From an optimization exercise on the open Yosys and OpenROAD flow, aimed at small area and a short achievable clock period; shortcuts taken in it are not production practice. In this exercise RTL edits were held to simulation tests only and were not proved equivalent to the original.

Design bfp_dot_product, start of the top module:
module bfp_dot_product (
    input  logic                    i_clk,
    input  logic                    i_reset_n,
    input  logic                    i_valid,
    input  logic [(8 + 16 * (3 + 1))-1:0] i_act,
    input  logic [(8 + 16 * (3 + 1))-1:0] i_weight,
    output logic                    o_valid,
    output logic [(1 + 8 + 23)-1:0]        o_result
);
    logic        v1, v2;
    logic [97:0] s1_r;
    logic [8:0] s1_exp;
    logic [18:0] cut;
    logic [18:0] s2_cut;
    logic [9:0]  s2_e0;
    logic [20:0] res;
    logic [20:0] s3_res;
    always_ff @(posedge i_clk or negedge i_reset_n) begin
        if (!i_reset_n) begin
            v1      <= 1'b0;
            v2      <= 1'b0;
            o_valid <= 1'b0;
        end else begin
            v1      <= i_valid;
            v2      <= v1;
            o_valid <= v2;
        end
    end
    bfp_product_array bfp_product_array_inst (
        .i_clk    (i_clk),
        .i_act    (i_act),
        .i_weight (i_weight),
        .o_r      (s1_r),
        .o_exp    (s1_exp)
    );
    bfp_adder_tree bfp_adder_tree_inst (
        .i_r      (s1_r),
        .o_cut   (cut)
    );
    always_ff @(posedge i_clk) begin
        s2_cut <= cut;
        s2_e0  <= {1'b0, s1_exp} - 10'd6;
    end
    fp_normalize fp_normalize_inst (
        .i_cut (s2_cut),
        .i_e0  (s2_e0),
        .o_res (res)
    );
    always_ff @(posedge i_clk) begin
  ...
==> flow/config.mk <==
export PLATFORM = sky130hd
export DESIGN_NAME = bfp_dot_product
export DESIGN_NICKNAME = bfp_dot_product
export VERILOG_FILES = /design/flow/design.v
export SDC_FILE = /design/flow/constraint.sdc
export NUM_CORES = 4
export LEC_CHECK = 0
export CAP_MARGIN = 20
export CORE_MARGIN = 2
export CORE_UTILIZATION = 40
export SLEW_MARGIN = 20
==> flow/constraint.sdc <==
create_clock -name core_clock -period 10.5 [get_ports {i_clk}]
set_input_delay 2.1000 -clock core_clock [delete_from_list [all_inputs] [get_ports {i_clk}]]
set_output_delay 2.1000 -clock core_clock [all_outputs]
set_load 0.01 [all_outputs]
standard.sh (not shown) runs the stock make flow with config.mk's settings and CLKGATE_MAP_FILE= SYNTH_SCRIPT=/design/flow/synth_recipe.tcl, a recipe that flattens the netlist after the stock synthesis.
==> flow/flow/run.sh <==
#!/bin/bash
# Own layout flow: the standard ORFS flow, with these changes in how the layout is made:
#  - the port buffers are sky130_fd_sc_hd__buf_1 cells (buffer_ports picks a delay cell otherwise);
#  - synthesis skips the generic ABC pass inside Yosys's synth (SYNTH_ARGS=-noabc), so the
#    full adders are extracted from the design's own gates (fewer inverters); the script
#    is still synth_recipe.tcl, so registers keep their names and cell types;
#  - timing repair aims for extra setup slack (SETUP_SLACK_MARGIN), only on the worst endpoints;
#  - ABC maps for area (ABC_AREA=1), leaving speed to the timing repair;
#  - clock tree synthesis inserts no dummy loads (CTS_ARGS, otherwise ORFS's own arguments).
# The clock period and constraints are the standard flow's, unchanged.
set -euo pipefail
export BUFFER_PORTS_ARGS="-buffer_cell sky130_fd_sc_hd__buf_1"
export SYNTH_ARGS="-noabc"
export SETUP_SLACK_MARGIN=6.5
export TNS_END_PERCENT=${TNS:-5}
export ABC_AREA=1
export CTS_ARGS="-sink_clustering_enable -repair_clock_nets -dont_use_dummy_load"
bash standard.sh > standard.log 2>&1
Then changed:
--- a/flow/flow/run.sh
+++ b/flow/flow/run.sh
@@ -14 +14 @@
-export SETUP_SLACK_MARGIN=6.5
+export SETUP_SLACK_MARGIN=6.7
Result: Clock skew rises by 15 ps; count of clock-buffer cells in the layout stays the same; critical path depth is unchanged; first-iteration DRC count fell by 13%; maximum frequency went up by 2.0%; wire length increases by 1.9%; final area is about the same; die area does not change; hold slack is better by 7.1 ps.

---

Starting RTL as in the previous note.
Settings: LEC_CHECK=0, CAP_MARGIN=20, CORE_MARGIN=2, CORE_UTILIZATION=40, SLEW_MARGIN=20; clock period 10.5 ns.
==> flow/flow/run.sh <==
#!/bin/bash
# Own layout flow: the standard ORFS flow, with these changes in how the layout is made:
#  - the port buffers are sky130_fd_sc_hd__buf_1 cells (buffer_ports picks a delay cell otherwise);
#  - synthesis skips the generic ABC pass inside Yosys's synth (SYNTH_ARGS=-noabc), so the
#    full adders are extracted from the design's own gates (fewer inverters); the script
#    is still synth_recipe.tcl, so registers keep their names and cell types;
#  - timing repair aims for extra setup slack (SETUP_SLACK_MARGIN), only on the worst endpoints;
#  - ABC maps for area (ABC_AREA=1), leaving speed to the timing repair;
#  - clock tree synthesis inserts no dummy loads (CTS_ARGS, otherwise ORFS's own arguments).
# The clock period and constraints are the standard flow's, unchanged.
set -euo pipefail
export BUFFER_PORTS_ARGS="-buffer_cell sky130_fd_sc_hd__buf_1"
export SYNTH_ARGS="-noabc"
export SETUP_SLACK_MARGIN=6.9
export TNS_END_PERCENT=${TNS:-5}
export ABC_AREA=1
export CTS_ARGS="-sink_clustering_enable -repair_clock_nets -dont_use_dummy_load"
bash standard.sh > standard.log 2>&1
Then changed:
--- a/flow/flow/run.sh
+++ b/flow/flow/run.sh
@@ -14,2 +14,2 @@
-export SETUP_SLACK_MARGIN=6.9
-export TNS_END_PERCENT=${TNS:-5}
+export SETUP_SLACK_MARGIN=6.85
+export TNS_END_PERCENT=1
Routed wire length falls by about 1.4%. Maximum frequency is lower by 0.83%. Via count goes down by about 2.4%.

---

job 1827:
bfp_dot_product, a different RTL version from the one above (not shown whole).
For scale: ~1100 cells after synthesis, roughly 150 flip-flops, ~12000 µm² of cells after synthesis.
export LEC_CHECK = 0
export CAP_MARGIN = 20
export CORE_MARGIN = 2
export CORE_UTILIZATION = 40
export SLEW_MARGIN = 20
create_clock -name core_clock -period 10.5 [get_ports {i_clk}]
==> flow/flow/run.sh <==
#!/bin/bash
# Own layout flow: the standard ORFS flow, with these changes in how the layout is made:
#  - the port buffers are sky130_fd_sc_hd__buf_1 cells (buffer_ports picks a delay cell otherwise);
#  - synthesis skips the generic ABC pass inside Yosys's synth (SYNTH_ARGS=-noabc), so the
#    full adders are extracted from the design's own gates (fewer inverters); the script
#    is still synth_recipe.tcl, so registers keep their names and cell types;
#  - timing repair aims for extra setup slack (SETUP_SLACK_MARGIN), only on the worst endpoints.
# The clock period and constraints are the standard flow's, unchanged.
set -euo pipefail
export BUFFER_PORTS_ARGS="-buffer_cell sky130_fd_sc_hd__buf_1"
export SYNTH_ARGS="-noabc"
export SETUP_SLACK_MARGIN=6.9
export TNS_END_PERCENT=${TNS:-5}
export CTS_CLUSTER_SIZE=60
export CTS_CLUSTER_DIAMETER=100
bash standard.sh > standard.log 2>&1
Job 1827: PASS, flow complete, no timing, DRC or antenna violations
[inputs] job 3058 vs job 1827
# job 1827
export LEC_CHECK = 0
export CAP_MARGIN = 20
export CORE_MARGIN = 2
export CORE_UTILIZATION = 40
export SLEW_MARGIN = 20
create_clock -name core_clock -period 10.5 [get_ports {i_clk}]
# job 3058
export LEC_CHECK = 0
export CAP_MARGIN = 20
export CORE_MARGIN = 2
export CORE_UTILIZATION = 60
export PLACE_DENSITY = 0.7
export SLEW_MARGIN = 20
create_clock -name core_clock -period 10.5 [get_ports {i_clk}]
diff --git a/flow/flow/run.sh b/flow/flow/run.sh
--- a/flow/flow/run.sh
+++ b/flow/flow/run.sh
@@ -12,5 +12,3 @@
 export SETUP_SLACK_MARGIN=6.9
 export TNS_END_PERCENT=${TNS:-5}
-export CTS_CLUSTER_SIZE=60
-export CTS_CLUSTER_DIAMETER=100
 bash standard.sh > standard.log 2>&1
### Flow results
Final cell area: job 3058 below job 1827. In job 3058, wire length is higher than in job 1827. Job 1827 -> job 3058: number of global-route vias before repair flat. On met2 wire length: between job 3058 and job 1827, it ends up higher for job 3058. Wire length of the first global-routing pass improves in job 3058 relative to job 1827.
diff inputs: job 3058 => job 3972
# job 3058
export LEC_CHECK = 0
export CAP_MARGIN = 20
export CORE_MARGIN = 2
export CORE_UTILIZATION = 60
export PLACE_DENSITY = 0.7
export SLEW_MARGIN = 20
create_clock -name core_clock -period 10.5 [get_ports {i_clk}]
# job 3972
export LEC_CHECK = 0
export CAP_MARGIN = 20
export CORE_MARGIN = 2
export CORE_UTILIZATION = 40
export SLEW_MARGIN = 20
create_clock -name core_clock -period 10.5 [get_ports {i_clk}]
diff --git a/flow/flow/run.sh b/flow/flow/run.sh
--- a/flow/flow/run.sh
+++ b/flow/flow/run.sh
@@ -10,5 +10,5 @@
 export BUFFER_PORTS_ARGS="-buffer_cell sky130_fd_sc_hd__buf_1"
 export SYNTH_ARGS="-noabc"
-export SETUP_SLACK_MARGIN=6.9
+export SETUP_SLACK_MARGIN=7.05
 export TNS_END_PERCENT=${TNS:-5}
 bash standard.sh > standard.log 2>&1
Findings:
- Job 3972 went all the way through synthesis, placement and routing and the layout is clean on timing, DRC and antenna.
- Final weighted congestion in routability-driven placement in job 3972 is 2.8% lower than in job 3058
- Job 3972 vs. job 3058: post-route fraction of the period consumed by the critical path dropped 1.0 points.
Changes in job 7131 relative to job 3972:
diff --git a/flow/flow/run.sh b/flow/flow/run.sh
--- a/flow/flow/run.sh
+++ b/flow/flow/run.sh
@@ -10,5 +10,6 @@
 export BUFFER_PORTS_ARGS="-buffer_cell sky130_fd_sc_hd__buf_1"
 export SYNTH_ARGS="-noabc"
-export SETUP_SLACK_MARGIN=7.05
+export SETUP_SLACK_MARGIN=6.9
 export TNS_END_PERCENT=${TNS:-5}
+export ABC_AREA=1
 bash standard.sh > standard.log 2>&1
### Flow results
Clock distribution area overhead in the final layout, job 7131 and job 3972: smaller value in job 3972
Clock period minus worst slack on job 7131 is behind job 3972.
Job 3972 -> job 7131: worst hold slack flat
Job 7131 vs. job 3972: required time at the endpoint of the critical path ~0 delta; fmax decreased by 2.6% relative to the old numbers.
Worst setup path startpoint: i_act[15] -> job 7131, i_weight[19] -> job 3972
What job 7234 does differently from job 7131 at the input level:
diff --git a/flow/flow/run.sh b/flow/flow/run.sh
--- a/flow/flow/run.sh
+++ b/flow/flow/run.sh
@@ -10,6 +10,5 @@
 export BUFFER_PORTS_ARGS="-buffer_cell sky130_fd_sc_hd__buf_1"
 export SYNTH_ARGS="-noabc"
-export SETUP_SLACK_MARGIN=6.9
+export SETUP_SLACK_MARGIN=${MARGIN:-7.2}
 export TNS_END_PERCENT=${TNS:-5}
-export ABC_AREA=1
 bash standard.sh > standard.log 2>&1
--- outcome ---
- The layout overhead on the synthesized area in job 7234 was higher than what job 7131 gave.
- Job 7234: number of placed instances, taps included 9.8% below job 7131
- Compared with job 7131, job 7234 has extra setup slack.
- Period utilization: job 7234 < job 7131
- Final count of pins violating max slew: job 7131 vs job 7234 identical
- Between job 7234 and job 7131, the register area does not differ in any meaningful way.
- Number of detailed-route iterations in the first pass, job 7131 and job 7234: higher on job 7234
The inputs of job 5759 differ from those of job 7234 as listed below.
diff --git a/flow/flow/run.sh b/flow/flow/run.sh
--- a/flow/flow/run.sh
+++ b/flow/flow/run.sh
@@ -10,5 +10,5 @@
 export BUFFER_PORTS_ARGS="-buffer_cell sky130_fd_sc_hd__buf_1"
 export SYNTH_ARGS="-noabc"
-export SETUP_SLACK_MARGIN=${MARGIN:-7.2}
+export SETUP_SLACK_MARGIN=6.9
 export TNS_END_PERCENT=${TNS:-5}
 bash standard.sh > standard.log 2>&1
Findings:
Job 5759: full flow OK, the timing, DRC and antenna checks passed. Going from job 7234 to job 5759, the final cell utilization of the core was found to have gone down by 1.4 points. Between job 7234 and job 5759, the routed wire length figures differ only marginally. Diff job 7234 -> job 5759: number of clock buffer instances in the layout now larger; overall track demand over capacity in global routing lower; mux share of post-synthesis cell area comparable. Across both runs, met2 wire length was lower for job 5759 than for job 7234.

---

Another version of the RTL of bfp_dot_product (not shown whole).
For scale: roughly 1400 cells after synthesis, ~150 flip-flops, about 180 I/O pins, about 12000 sq um of cells after synthesis.
==> flow/config.mk <==
export PLATFORM = sky130hd
export DESIGN_NAME = bfp_dot_product
export DESIGN_NICKNAME = bfp_dot_product
export VERILOG_FILES = /design/flow/design.v
export SDC_FILE = /design/flow/constraint.sdc
export NUM_CORES = 4
export LEC_CHECK = 0
export CAP_MARGIN = 20
export CORE_MARGIN = 2
export CORE_UTILIZATION = 40
export SLEW_MARGIN = 20
==> flow/constraint.sdc <==
create_clock -name core_clock -period 10.5 [get_ports {i_clk}]
set_input_delay 2.1000 -clock core_clock [delete_from_list [all_inputs] [get_ports {i_clk}]]
set_output_delay 2.1000 -clock core_clock [all_outputs]
set_load 0.01 [all_outputs]
==> flow/flow/run.sh <==
#!/bin/bash
# Own layout flow: the standard ORFS flow, with these changes in how the layout is made:
#  - the port buffers are sky130_fd_sc_hd__buf_1 cells (buffer_ports picks a delay cell otherwise);
#  - synthesis skips the generic ABC pass inside Yosys's synth (SYNTH_ARGS=-noabc), so the
#    full adders are extracted from the design's own gates (fewer inverters); the script
#    is still synth_recipe.tcl, so registers keep their names and cell types;
#  - timing repair aims for extra setup slack (SETUP_SLACK_MARGIN), only on the worst endpoints.
# The clock period and constraints are the standard flow's, unchanged.
set -euo pipefail
export BUFFER_PORTS_ARGS="-buffer_cell sky130_fd_sc_hd__buf_1"
export SYNTH_ARGS="-noabc"
export SETUP_SLACK_MARGIN=6.9
export TNS_END_PERCENT=${TNS:-5}
export ABC_AREA=1
bash standard.sh > standard.log 2>&1
Edit:
--- a/flow/flow/run.sh
+++ b/flow/flow/run.sh
@@ -12,4 +12,3 @@
 export SETUP_SLACK_MARGIN=6.9
 export TNS_END_PERCENT=${TNS:-5}
-export ABC_AREA=1
 bash standard.sh > standard.log 2>&1
First-iteration DRC count increases by about 13%; count of clock-buffer cells in the layout decreases by 2; hold slack gains 0.0036 ns; synthesized area decreases by 0.60%; critical path depth increases by 7; clock skew decreases by 0.0059 ns; cell area increases by 5.7%.

---

Setup of v39:
Another version of the RTL of bfp_dot_product (not shown whole).
Size in the first run: about 1400 cells after synthesis, ~150 flip-flops, roughly 180 I/O pins, ~12000 sq um of cells after synthesis.
==> flow/design.v (excerpt) <==
module bfp_dot_product (
    input  logic                    i_clk,
    input  logic                    i_reset_n,
    input  logic                    i_valid,
    input  logic [(8 + 16 * (3 + 1))-1:0] i_act,
    input  logic [(8 + 16 * (3 + 1))-1:0] i_weight,
    output logic                    o_valid,
    output logic [(1 + 8 + 23)-1:0]        o_result
);
export LEC_CHECK = 0
export CAP_MARGIN = 20
export CORE_MARGIN = 2
export CORE_UTILIZATION = 40
export SLEW_MARGIN = 20
create_clock -name core_clock -period 10.5 [get_ports {i_clk}]
==> flow/flow/run.sh <==
#!/bin/bash
# Own layout flow: the standard ORFS flow, with these changes in how the layout is made:
#  - the port buffers are sky130_fd_sc_hd__buf_1 cells (buffer_ports picks a delay cell otherwise);
#  - synthesis skips the generic ABC pass inside Yosys's synth (SYNTH_ARGS=-noabc), so the
#    full adders are extracted from the design's own gates (fewer inverters); the script
#    is still synth_recipe.tcl, so registers keep their names and cell types;
#  - timing repair aims for extra setup slack (SETUP_SLACK_MARGIN), only on the worst endpoints.
# The clock period and constraints are the standard flow's, unchanged.
set -euo pipefail
export BUFFER_PORTS_ARGS="-buffer_cell sky130_fd_sc_hd__buf_1"
export SYNTH_ARGS="-noabc"
export SETUP_SLACK_MARGIN=7.1
export TNS_END_PERCENT=20
export ABC_AREA=1
bash standard.sh > standard.log 2>&1
Modified inputs, v3 compared to v39
--- a/flow/flow/run.sh
+++ b/flow/flow/run.sh
@@ -12,2 +12,2 @@
-export SETUP_SLACK_MARGIN=7.1
-export TNS_END_PERCENT=20
+export SETUP_SLACK_MARGIN=7.0
+export TNS_END_PERCENT=${TNS:-5}
Notes after the runs:
Compared with v39, in v3 count of clock-buffer cells in the layout higher, worst hold slack roughly the same, met1 routed wirelength after detailed routing higher, cell area lower.
Final-layout clock-cell area share for v3 is higher than for v39.
Max-slew headroom at the worst pin was higher in v3 than in v39.
Against v39, v3 reports a met3 capacity usage during global routing that is higher.
When v3 is set beside v39, its routed via count turns out to be 1.1% smaller.
#### Input delta (v46 over v3)
--- a/flow/flow/run.sh
+++ b/flow/flow/run.sh
@@ -7 +7,3 @@
-#  - timing repair aims for extra setup slack (SETUP_SLACK_MARGIN), only on the worst endpoints.
+#  - timing repair aims for extra setup slack (SETUP_SLACK_MARGIN), only on the worst endpoints;
+#  - ABC maps for area (ABC_AREA=1), leaving speed to the timing repair;
+#  - clock tree synthesis inserts no dummy loads (CTS_ARGS, otherwise ORFS's own arguments).
@@ -12 +14 @@
-export SETUP_SLACK_MARGIN=7.0
+export SETUP_SLACK_MARGIN=7.15
@@ -14,0 +17 @@
+export CTS_ARGS="-sink_clustering_enable -repair_clock_nets -dont_use_dummy_load"
Compared with v3, v46 instantiates a smaller number of cells.
Relative to v3, final core utilization has gone down in v46.
Summary of v46 over v3: sequential cell count neither gained nor lost much, share of the cycle needed by the critical path after routing level, final area has decreased.
Worst setup slack (lower): v46
Timing, DRC, antenna: 0 failures across v46 and v3
Taking v3 as the reference, in v46 routed wire length held steady; global-route wire length before repair has decreased; non-clock buffer count rose 2.4%.
--- input diff v46..v13 ---
--- a/flow/flow/run.sh
+++ b/flow/flow/run.sh
@@ -7,3 +7 @@
-#  - timing repair aims for extra setup slack (SETUP_SLACK_MARGIN), only on the worst endpoints;
-#  - ABC maps for area (ABC_AREA=1), leaving speed to the timing repair;
-#  - clock tree synthesis inserts no dummy loads (CTS_ARGS, otherwise ORFS's own arguments).
+#  - timing repair aims for extra setup slack (SETUP_SLACK_MARGIN), only on the worst endpoints.
@@ -14 +12 @@
-export SETUP_SLACK_MARGIN=7.15
+export SETUP_SLACK_MARGIN=7.0
Findings:
Number of antenna violations at the first check in global routing came out exactly the same in v13 and v46.
Final cell area: v13 below v46
For highest attainable clock frequency, v13 and v46 come out practically identical.
Relative to v46, synthesis-to-finish area growth has gone down in v13.
Between v13 and v46, the global-route usage over all layers figures differ only marginally.
Compared with v46, in v13 worst setup slack after layout held steady; slew at the pin closest to its max-slew limit shrank by 27 ps.
Via count, v13 vs v46: down slightly

port drivers added, routing unchanged:
The results above use ideal ports. As a check the final layouts listed here were re-extracted and re-timed, cells and wires unchanged.
Step 1: set_driving_cell puts a clkbuf_16 on i_clk and a buf_2 on each other input, an assumption about the parent block.
Step 2 moves the port delays by t, midway between the first and last clock arrival at a register: inputs arrive t later, outputs are due t later. That takes back most of the time a late clock gives input paths.
Slacks: ideal / step 1 / step 2; pairs: ideal / step 1.
run	t (ns)	slack for setup (ns)	latest minus earliest clock arrival (ns)	worst slew at a driven data input, ns
the first run of note 1	0.465	6.729 / 6.753 / 6.288	0.032 / 0.032	0.06
the second run of note 1	0.465	6.802 / 6.830 / 6.365	0.052 / 0.052	0.05
the first run of note 2	0.468	7.045 / 7.047 / 6.605	0.042 / 0.042	0.06
the second run of note 2	0.480	7.016 / 7.042 / 6.562	0.038 / 0.038	0.06
job 1827	0.480	6.845 / 6.842 / 6.395	0.011 / 0.011	0.06
job 3058	0.466	6.809 / 6.830 / 6.364	0.009 / 0.009	0.07
job 3972	0.477	6.914 / 6.918 / 6.468	0.014 / 0.014	0.05
job 7131	0.481	6.820 / 6.836 / 6.365	0.017 / 0.017	0.06
job 7234	0.481	6.937 / 6.953 / 6.485	0.011 / 0.011	0.05
job 5759	0.480	6.845 / 6.842 / 6.395	0.011 / 0.011	0.06
the first run of note 4	0.464	6.991 / 7.012 / 6.549	0.016 / 0.017	0.04
the second run of note 4	0.467	6.899 / 6.899 / 6.453	0.012 / 0.011	0.04
v39	0.479	7.077 / 7.107 / 6.628	0.012 / 0.012	0.04
v3	0.471	7.055 / 7.079 / 6.608	0.016 / 0.016	0.04
v46	0.468	7.044 / 7.072 / 6.604	0.035 / 0.034	0.04
v13	0.463	7.046 / 7.069 / 6.606	0.028 / 0.028	0.04
After both steps setup and hold are still met in every run listed. The setup slack of job 7131, which loses most, moves by +0.016 ns with the drivers and by -0.455 ns with both steps.
